This is an optimization exercise on Yosys and OpenROAD, whose aim is small area and few clock cycles per item, not a production implementation.
In this exercise RTL edits were held to simulation tests only and were not proved equivalent to the original.

==> run Y: inputs <==
// piecewise_linear_interpolator_core
module piecewise_linear_interpolator_core (
    input  logic                                i_clk,
    input  logic                                i_rst_n,
    input  logic                                start,
    output logic                                busy,
    input  logic signed [plc_pkg::SAMPLE_W-1:0] i_sample_in,
    output logic                                o_done,
    output logic signed [plc_pkg::VALUE_W-1:0]  o_curve_value,
    output logic [plc_pkg::SEG_W-1:0]           o_segment_index,
    output logic                                o_zero_width_error,
    output logic                                o_overflow_flag,
    input  logic                                i_cfg_valid,
    output logic                                o_cfg_ready,
    input  logic [plc_pkg::CFG_IDX_W-1:0]       i_cfg_index,
    input  logic [plc_pkg::CFG_DATA_W-1:0]      i_cfg_data
);
Settings: LEC_CHECK=0, ABC_AREA=1, CAP_MARGIN=20, CORE_MARGIN=2, CORE_UTILIZATION=40, CTS_CLUSTER_DIAMETER=100, CTS_CLUSTER_SIZE=20, PLACE_DENSITY=0.6, SLEW_MARGIN=20; clock period 10.0 ns.
standard.sh (not shown) runs the stock make flow with config.mk's settings and CLKGATE_MAP_FILE= SYNTH_SCRIPT=/design/flow/synth_recipe.tcl, a recipe that flattens the netlist after the stock synthesis.
==> flow/flow/run.sh <==
#!/bin/bash
# Layout flow: the standard synthesis, then the combinational logic between the registers
# is mapped again by ABC with a delay-targeted script (registers, their names and cell types
# are kept as the standard synthesis made them), then the standard layout from floorplan on.
# Each tool's output goes to a log file of its own in the work folder.
set -euo pipefail
cd "$(dirname "$0")/.."
WORK=$(pwd)
R=$WORK/orfs/results/${FLOW_PLATFORM}/piecewise_linear_interpolator_core/base
LIB=$FLOW_HOME/platforms/${FLOW_PLATFORM}/lib/sky130_fd_sc_hd__tt_025C_1v80.lib
YOSYS=$(command -v yosys || echo "$FLOW_HOME/../tools/install/yosys/bin/yosys")

# 1. standard synthesis
bash standard.sh synth > "$WORK/flow_synth.log" 2>&1

# 2. remap the combinational logic
cp "$R/1_2_yosys.v" "$WORK/synth_standard.v"
SEQ=$(grep -o 'sky130_fd_sc_hd__[a-z0-9_]*' "$WORK/synth_standard.v" | sort -u \
      | grep -E '__(df|edf|sdf|dl|conb)' | tr '\n' ' ')
DU=$(sed -n 's/^ *\(sky130_fd_sc_hd__[a-z0-9_]*\).*$/-dont_use \1/p' "$WORK/flow/dont_use.txt" | tr '\n' ' ')
cat > "$WORK/remap.ys" <<EOT
read_liberty -ignore_miss_func $LIB
read_verilog -sv $WORK/synth_standard.v
hierarchy -top $FLOW_TOP
setattr -mod -set blackbox 1 $SEQ
flatten
hierarchy -top $FLOW_TOP
opt_clean -purge
abc -script $WORK/flow/remap.abc -liberty $LIB $DU
read_liberty -lib -ignore_redef $LIB
opt_clean -purge
setundef -zero
hilomap -singleton -hicell sky130_fd_sc_hd__conb_1 HI -locell sky130_fd_sc_hd__conb_1 LO
splitnets
opt_clean -purge
insbuf -buf sky130_fd_sc_hd__buf_4 A X
check -assert
tee -o $WORK/remap_stat.txt stat -liberty $LIB
write_verilog -noattr -nohex -nodec $WORK/synth_remapped.v
EOT
"$YOSYS" -l "$WORK/flow_remap.log" -q "$WORK/remap.ys" > /dev/null 2>&1
cp "$WORK/synth_remapped.v" "$R/1_2_yosys.v"
rm -f "$R/1_synth.odb" "$R/1_synth.sdc"

# 3. standard layout from the remapped netlist
bash standard.sh "BUFFER_PORTS_ARGS=-buffer_cell sky130_fd_sc_hd__buf_2" finish > "$WORK/flow_layout.log" 2>&1
test -f "$WORK/out/final.def"
==> flow/flow/dont_use.txt <==
sky130_fd_sc_hd__lpflow_bleeder_1
sky130_fd_sc_hd__lpflow_clkbufkapwr_1
sky130_fd_sc_hd__lpflow_clkbufkapwr_16
sky130_fd_sc_hd__lpflow_clkbufkapwr_2
sky130_fd_sc_hd__lpflow_clkbufkapwr_4
sky130_fd_sc_hd__lpflow_clkbufkapwr_8
sky130_fd_sc_hd__lpflow_clkinvkapwr_1
sky130_fd_sc_hd__lpflow_clkinvkapwr_16
sky130_fd_sc_hd__lpflow_clkinvkapwr_2
sky130_fd_sc_hd__lpflow_clkinvkapwr_4
sky130_fd_sc_hd__lpflow_clkinvkapwr_8
sky130_fd_sc_hd__lpflow_decapkapwr_12
sky130_fd_sc_hd__lpflow_decapkapwr_3
sky130_fd_sc_hd__lpflow_decapkapwr_4
sky130_fd_sc_hd__lpflow_decapkapwr_6
sky130_fd_sc_hd__lpflow_decapkapwr_8
sky130_fd_sc_hd__lpflow_inputiso0n_1
sky130_fd_sc_hd__lpflow_inputiso0p_1
sky130_fd_sc_hd__lpflow_inputiso1n_1
sky130_fd_sc_hd__lpflow_inputiso1p_1
sky130_fd_sc_hd__lpflow_inputisolatch_1
sky130_fd_sc_hd__lpflow_isobufsrc_1
sky130_fd_sc_hd__lpflow_isobufsrc_16
sky130_fd_sc_hd__lpflow_isobufsrc_2
sky130_fd_sc_hd__lpflow_isobufsrc_4
sky130_fd_sc_hd__lpflow_isobufsrc_8
sky130_fd_sc_hd__lpflow_isobufsrckapwr_16
sky130_fd_sc_hd__lpflow_lsbuf_lh_hl_isowell_tap_1
sky130_fd_sc_hd__lpflow_lsbuf_lh_hl_isowell_tap_2
sky130_fd_sc_hd__lpflow_lsbuf_lh_hl_isowell_tap_4
sky130_fd_sc_hd__lpflow_lsbuf_lh_isowell_4
sky130_fd_sc_hd__lpflow_lsbuf_lh_isowell_tap_1
sky130_fd_sc_hd__lpflow_lsbuf_lh_isowell_tap_2
sky130_fd_sc_hd__lpflow_lsbuf_lh_isowell_tap_4
sky130_fd_sc_hd__probe_p_8
sky130_fd_sc_hd__probec_p_8
==> flow/flow/remap.abc <==
strash
dch -f
map -D 8000
topo
stime -c
buffer -c
upsize -c
dnsize -c
==> inputs of run X, as changes to run Y <==
--- a/flow/design.v
+++ b/flow/design.v
@@ -17,32 +17,28 @@
     input  logic [3:0]           i_cfg_index,
     input  logic [31:0]          i_cfg_data,
     output logic [6:0][15:0]     o_px,
     output logic [6:0][15:0]     o_py,
     output logic [2:0]           o_count
 );
-    logic [31:0] w_data;     
-    logic [31:0] w_data1;    
-    logic [2:0]  w_cnt;
-    logic [7:0]  w_we;
-    always_comb begin
-        w_data  = i_rst_n ? i_cfg_data : 32'h0;
-        w_data1 = {w_data[31:17], w_data[16] | !i_rst_n, w_data[15:1], w_data[0] | !i_rst_n};
-        w_cnt   = i_rst_n ? i_cfg_data[2:0] : plc_pkg::PCOUNT_RESET;
-        for (int k = 0; k < 8; k++) begin
-            w_we[k] = !i_rst_n || (i_cfg_valid && i_cfg_index == 4'(k));
-        end
-    end
     always_ff @(posedge i_clk) begin
-        if (w_we[0]) o_count <= w_cnt;
-    end
-    for (genvar k = 0; k < 7; k++) begin : g_pt
-        always_ff @(posedge i_clk) begin
-            if (w_we[k + 1]) begin
-                if (k == 1) {o_px[k], o_py[k]} <= w_data1;
-                else        {o_px[k], o_py[k]} <= w_data;
+        if (!i_rst_n) begin
+            o_count <= plc_pkg::PCOUNT_RESET;
+            for (int k = 0; k < 7; k++) begin
+                o_px[k] <= 16'(k == 1);
+                o_py[k] <= 16'(k == 1);
+            end
+        end else if (i_cfg_valid) begin
+            if (i_cfg_index == 4'd0) begin
+                o_count <= i_cfg_data[2:0];
+            end
+            for (int k = 0; k < 7; k++) begin
+                if (i_cfg_index == 4'(k + 1)) begin
+                    o_px[k] <= i_cfg_data[31:16];
+                    o_py[k] <= i_cfg_data[15:0];
+                end
             end
         end
     end
 endmodule
 `timescale 1ns / 1ps
 module plc_front (
@@ -79,34 +75,21 @@
     logic [2:0]  r1_seg;
     assign r1_valid = i_valid;
     assign r1_neg   = n1_neg;
     assign r1_s     = i_sample_in[15:0];
     assign r1_seg   = n1_seg;
     logic [15:0] w_x0, w_x1, w_y0, w_y1;
-    logic [5:0]  w_oh;
     logic signed [16:0] n2_dx, n2_dy, n2_ds;
     logic        n2_zero;
     logic        n2_byp;
     logic [15:0] n2_adx, n2_ady, n2_ads;
     always_comb begin
-        w_oh[0] = n1_neg || !n1_ge[1];
-        w_oh[1] = !n1_neg && n1_ge[1] && !n1_ge[2];
-        w_oh[2] = !n1_neg && n1_ge[1] && n1_ge[2] && !n1_ge[3];
-        w_oh[3] = !n1_neg && n1_ge[1] && n1_ge[2] && n1_ge[3] && !n1_ge[4];
-        w_oh[4] = !n1_neg && n1_ge[1] && n1_ge[2] && n1_ge[3] && n1_ge[4] && !n1_ge[5];
-        w_oh[5] = !n1_neg && n1_ge[1] && n1_ge[2] && n1_ge[3] && n1_ge[4] && n1_ge[5];
-        w_x0 = '0;
-        w_x1 = '0;
-        w_y0 = '0;
-        w_y1 = '0;
-        for (int k = 0; k < 6; k++) begin
-            w_x0 = w_x0 | ({16{w_oh[k]}} & i_px[k]);
-            w_x1 = w_x1 | ({16{w_oh[k]}} & i_px[k + 1]);
-            w_y0 = w_y0 | ({16{w_oh[k]}} & i_py[k]);
-            w_y1 = w_y1 | ({16{w_oh[k]}} & i_py[k + 1]);
-        end
+        w_x0 = i_px[r1_seg];
+        w_x1 = i_px[r1_seg + 3'd1];
+        w_y0 = i_py[r1_seg];
+        w_y1 = i_py[r1_seg + 3'd1];
         n2_dx = $signed({1'b0, w_x1}) - $signed({1'b0, w_x0});
         n2_ds = $signed({1'b0, r1_s}) - $signed({1'b0, w_x0});
         n2_dy = $signed({w_y1[15], w_y1}) - $signed({w_y0[15], w_y0});
         n2_zero = (w_x1 == w_x0);
         n2_byp  = r1_neg || n2_zero;
         n2_adx = n2_dx[16] ? 16'(-n2_dx) : n2_dx[15:0];
@@ -3292,17 +3275,15 @@
     logic [2:0]         w_seg;
     logic signed [15:0] w_y0;
     logic signed [33:0] w_sum;
     logic               w_ovf;
     always_comb begin
         w_seg = d_tag[5:3];
-        w_y0  = '0;
-        for (int k = 0; k < 6; k++) begin
-            w_y0 = w_y0 | ({16{w_seg == 3'(k)}} & w_py[k]);
-        end
-        w_sum = 34'(w_y0) + $signed({2'b00, d_quo} ^ {34{d_tag[1]}}) + 34'(d_tag[1]);
+        w_y0  = w_py[w_seg];
+        if (d_tag[1]) w_sum = 34'(w_y0) - $signed({2'b00, d_quo});
+        else          w_sum = 34'(w_y0) + $signed({2'b00, d_quo});
         w_ovf = (w_sum[33:31] != 3'b000) && (w_sum[33:31] != 3'b111);
     end
     assign o_done             = d_valid;
     assign o_segment_index    = w_seg;
     assign o_zero_width_error = d_tag[2];
     assign o_overflow_flag    = w_ovf;
==> flow/run.sh (new file) <==
#!/bin/bash
# synth_recipe.tcl (not shown) runs the flow's synth.tcl, then flattens the netlist and writes it again
# the make line also repeats each setting of config.mk as NAME=value (left out here)
make -C /OpenROAD-flow-scripts/flow DESIGN_CONFIG=/design/flow/config.mk WORK_HOME=/design/flow/orfs CLKGATE_MAP_FILE= SYNTH_SCRIPT=/design/flow/synth_recipe.tcl finish
--- a/flow/config.mk
+++ b/flow/config.mk
@@ -6,10 +6,8 @@
 export NUM_CORES = 4
 export LEC_CHECK = 0
 export ABC_AREA = 1
 export CAP_MARGIN = 20
 export CORE_MARGIN = 2
 export CORE_UTILIZATION = 40
-export CTS_CLUSTER_DIAMETER = 100
-export CTS_CLUSTER_SIZE = 20
 export PLACE_DENSITY = 0.6
 export SLEW_MARGIN = 20
removed: flow/flow/run.sh
removed: flow/flow/dont_use.txt
removed: flow/flow/remap.abc
removed: flow/standard.sh
==> inputs of run E, as changes to run Y <==
--- a/flow/flow/run.sh
+++ b/flow/flow/run.sh
@@ -14,19 +14,26 @@
 bash standard.sh synth > "$WORK/flow_synth.log" 2>&1
 
 # 2. remap the combinational logic
 cp "$R/1_2_yosys.v" "$WORK/synth_standard.v"
 SEQ=$(grep -o 'sky130_fd_sc_hd__[a-z0-9_]*' "$WORK/synth_standard.v" | sort -u \
       | grep -E '__(df|edf|sdf|dl|conb)' | tr '\n' ' ')
+STOP=$(for c in $SEQ; do printf -- "-%s[Q,Q_N,D,DE,CLK,CLK_N,RESET_B,SET_B,SCD,SCE,HI,LO,GATE]:" "$c"; done | sed 's/:$//')
 DU=$(sed -n 's/^ *\(sky130_fd_sc_hd__[a-z0-9_]*\).*$/-dont_use \1/p' "$WORK/flow/dont_use.txt" | tr '\n' ' ')
 cat > "$WORK/remap.ys" <<EOT
 read_liberty -ignore_miss_func $LIB
 read_verilog -sv $WORK/synth_standard.v
 hierarchy -top $FLOW_TOP
 setattr -mod -set blackbox 1 $SEQ
+# the logic that feeds the output ports keeps the standard synthesis's mapping: ABC does not
+# see the output delay, so only the logic between registers is mapped again
+select -set outcone o:* %ci*:$STOP
+setattr -set keep_hierarchy 1 @outcone t:sky130_fd_sc_hd__* %i
+select -clear
 flatten
+setattr -mod -set blackbox 1 sky130_fd_sc_hd__*
 hierarchy -top $FLOW_TOP
 opt_clean -purge
 abc -script $WORK/flow/remap.abc -liberty $LIB $DU
 read_liberty -lib -ignore_redef $LIB
 opt_clean -purge
 setundef -zero
@@ -40,8 +47,8 @@
 EOT
 "$YOSYS" -l "$WORK/flow_remap.log" -q "$WORK/remap.ys" > /dev/null 2>&1
 cp "$WORK/synth_remapped.v" "$R/1_2_yosys.v"
 rm -f "$R/1_synth.odb" "$R/1_synth.sdc"
 
 # 3. standard layout from the remapped netlist
-bash standard.sh "BUFFER_PORTS_ARGS=-buffer_cell sky130_fd_sc_hd__buf_2" finish > "$WORK/flow_layout.log" 2>&1
+bash standard.sh > "$WORK/flow_layout.log" 2>&1
 test -f "$WORK/out/final.def"
==> flow/flow/remap.abc (replaced) <==
strash
dc2
dch -f
map -D 6500
topo
stime -c
buffer -c
upsize -c
dnsize -c
strash
dc2
dch -f
map -D 6500
topo
stime -c
buffer -c
upsize -c
dnsize -c
==> inputs of run G, as changes to run Y <==
==> flow/flow/remap.abc (replaced) <==
strash
dch -f
map -D 6500
topo
stime -c
buffer -c
upsize -c
dnsize -c
--- a/flow/config.mk
+++ b/flow/config.mk
@@ -7,9 +7,9 @@
 export LEC_CHECK = 0
 export ABC_AREA = 1
 export CAP_MARGIN = 20
 export CORE_MARGIN = 2
 export CORE_UTILIZATION = 40
 export CTS_CLUSTER_DIAMETER = 100
-export CTS_CLUSTER_SIZE = 20
+export CTS_CLUSTER_SIZE = 24
 export PLACE_DENSITY = 0.6
 export SLEW_MARGIN = 20
==> out/qor.yml <==
path_clk_slew_ns: 0.08
whs_ns: 0.313
status: "timing/DRC/antenna clean"
critPathMaxStageDelay_ns: 0.38
finalNetCount: 8115
tap_cells: 1742
start_util_pct: 40.4
insertion_delay_ns: 0.71
buf_share_pct: 3.99
finalCritPeriodShare_pct: 96.9
# the run above: run Y

==> out/qor.yml <==
status: "timing/DRC/antenna clean"
critPathMaxStageDelay_ns: 0.40
tap_cells: 1917
finalCritPeriodShare_pct: 94.1
whs_ns: 0.309
mostFrequentLayoutCells: "nand2_1 (1680), inv_1 (1245), dfxtp_1 (747), a21oi_1 (617), ha_1 (576)"
insertion_delay_ns: 0.68
buf_share_pct: 3.15
finalNetCount: 8974
start_util_pct: 40.2
# the run above: run X

==> out/qor.yml <==
start_util_pct: 40.4
insertion_delay_ns: 0.69
critPathMaxStageDelay_ns: 0.60
grt_first_pass_wirelength_um: 239000
buf_share_pct: 2.64
finalNetCount: 7993
path_clk_slew_ns: 0.09
tap_cells: 1742
crit_path_end: "o_curve_value[30]"
whs_ns: 0.308
finalCritPeriodShare_pct: 94.9
status: "timing/DRC/antenna clean"
# the run above: run G

==> out/qor.yml <==
status: "timing/DRC/antenna clean"
buf_share_pct: 4.46
path_clk_slew_ns: 0.09
tap_cells: 1742
finalCritPeriodShare_pct: 93.9
whs_ns: 0.287
insertion_delay_ns: 0.71
critPathMaxStageDelay_ns: 0.55
# the run above: run E

Testbench counts of run Y, summed over its fixed seeds: cycles 17,024, items 16,000.
Testbench counts of run X, summed over its fixed seeds: cycles 17,024, items 16,000.
Testbench counts of run E, summed over its fixed seeds: cycles 17,024, items 16,000.
Testbench counts of run G, summed over its fixed seeds: cycles 17,024, items 16,000.

-- afterwards: timing with drivers on the ports --
Ports are ideal in the flow. The routed layouts listed here were re-timed in OpenROAD. Step 1 sets driving cells, clkbuf_16 on the clock port and buf_2 on the other inputs (assumed; they add their load-dependent delay and slew). Step 2 moves the port delays by t, midway between the first and last clock arrival at a register: inputs arrive t later, outputs are due t later. That takes back most of the time a late clock gives input paths. Three values: ideal, step 1, step 2; two values: the first two.
run | t, ns | setup WS [ns] | worst setup path after step 2 | cell pins on the clock port's net
run Y | 0.744 | 0.313 / 0.313 / 0.313 | register to register | 1
run X | 0.730 | 0.585 / 0.514 / 0.632 | register to register | 1
run E | 0.746 | 0.607 / 0.531 / 0.092 | input to register | 1
run G | 0.730 | 0.507 / 0.429 / 0.769 | input to register | 1
After both steps setup and hold are still met in every run listed. The setup slack of run E, which loses most, moves by -0.076 ns with the drivers and by -0.515 ns with both steps.
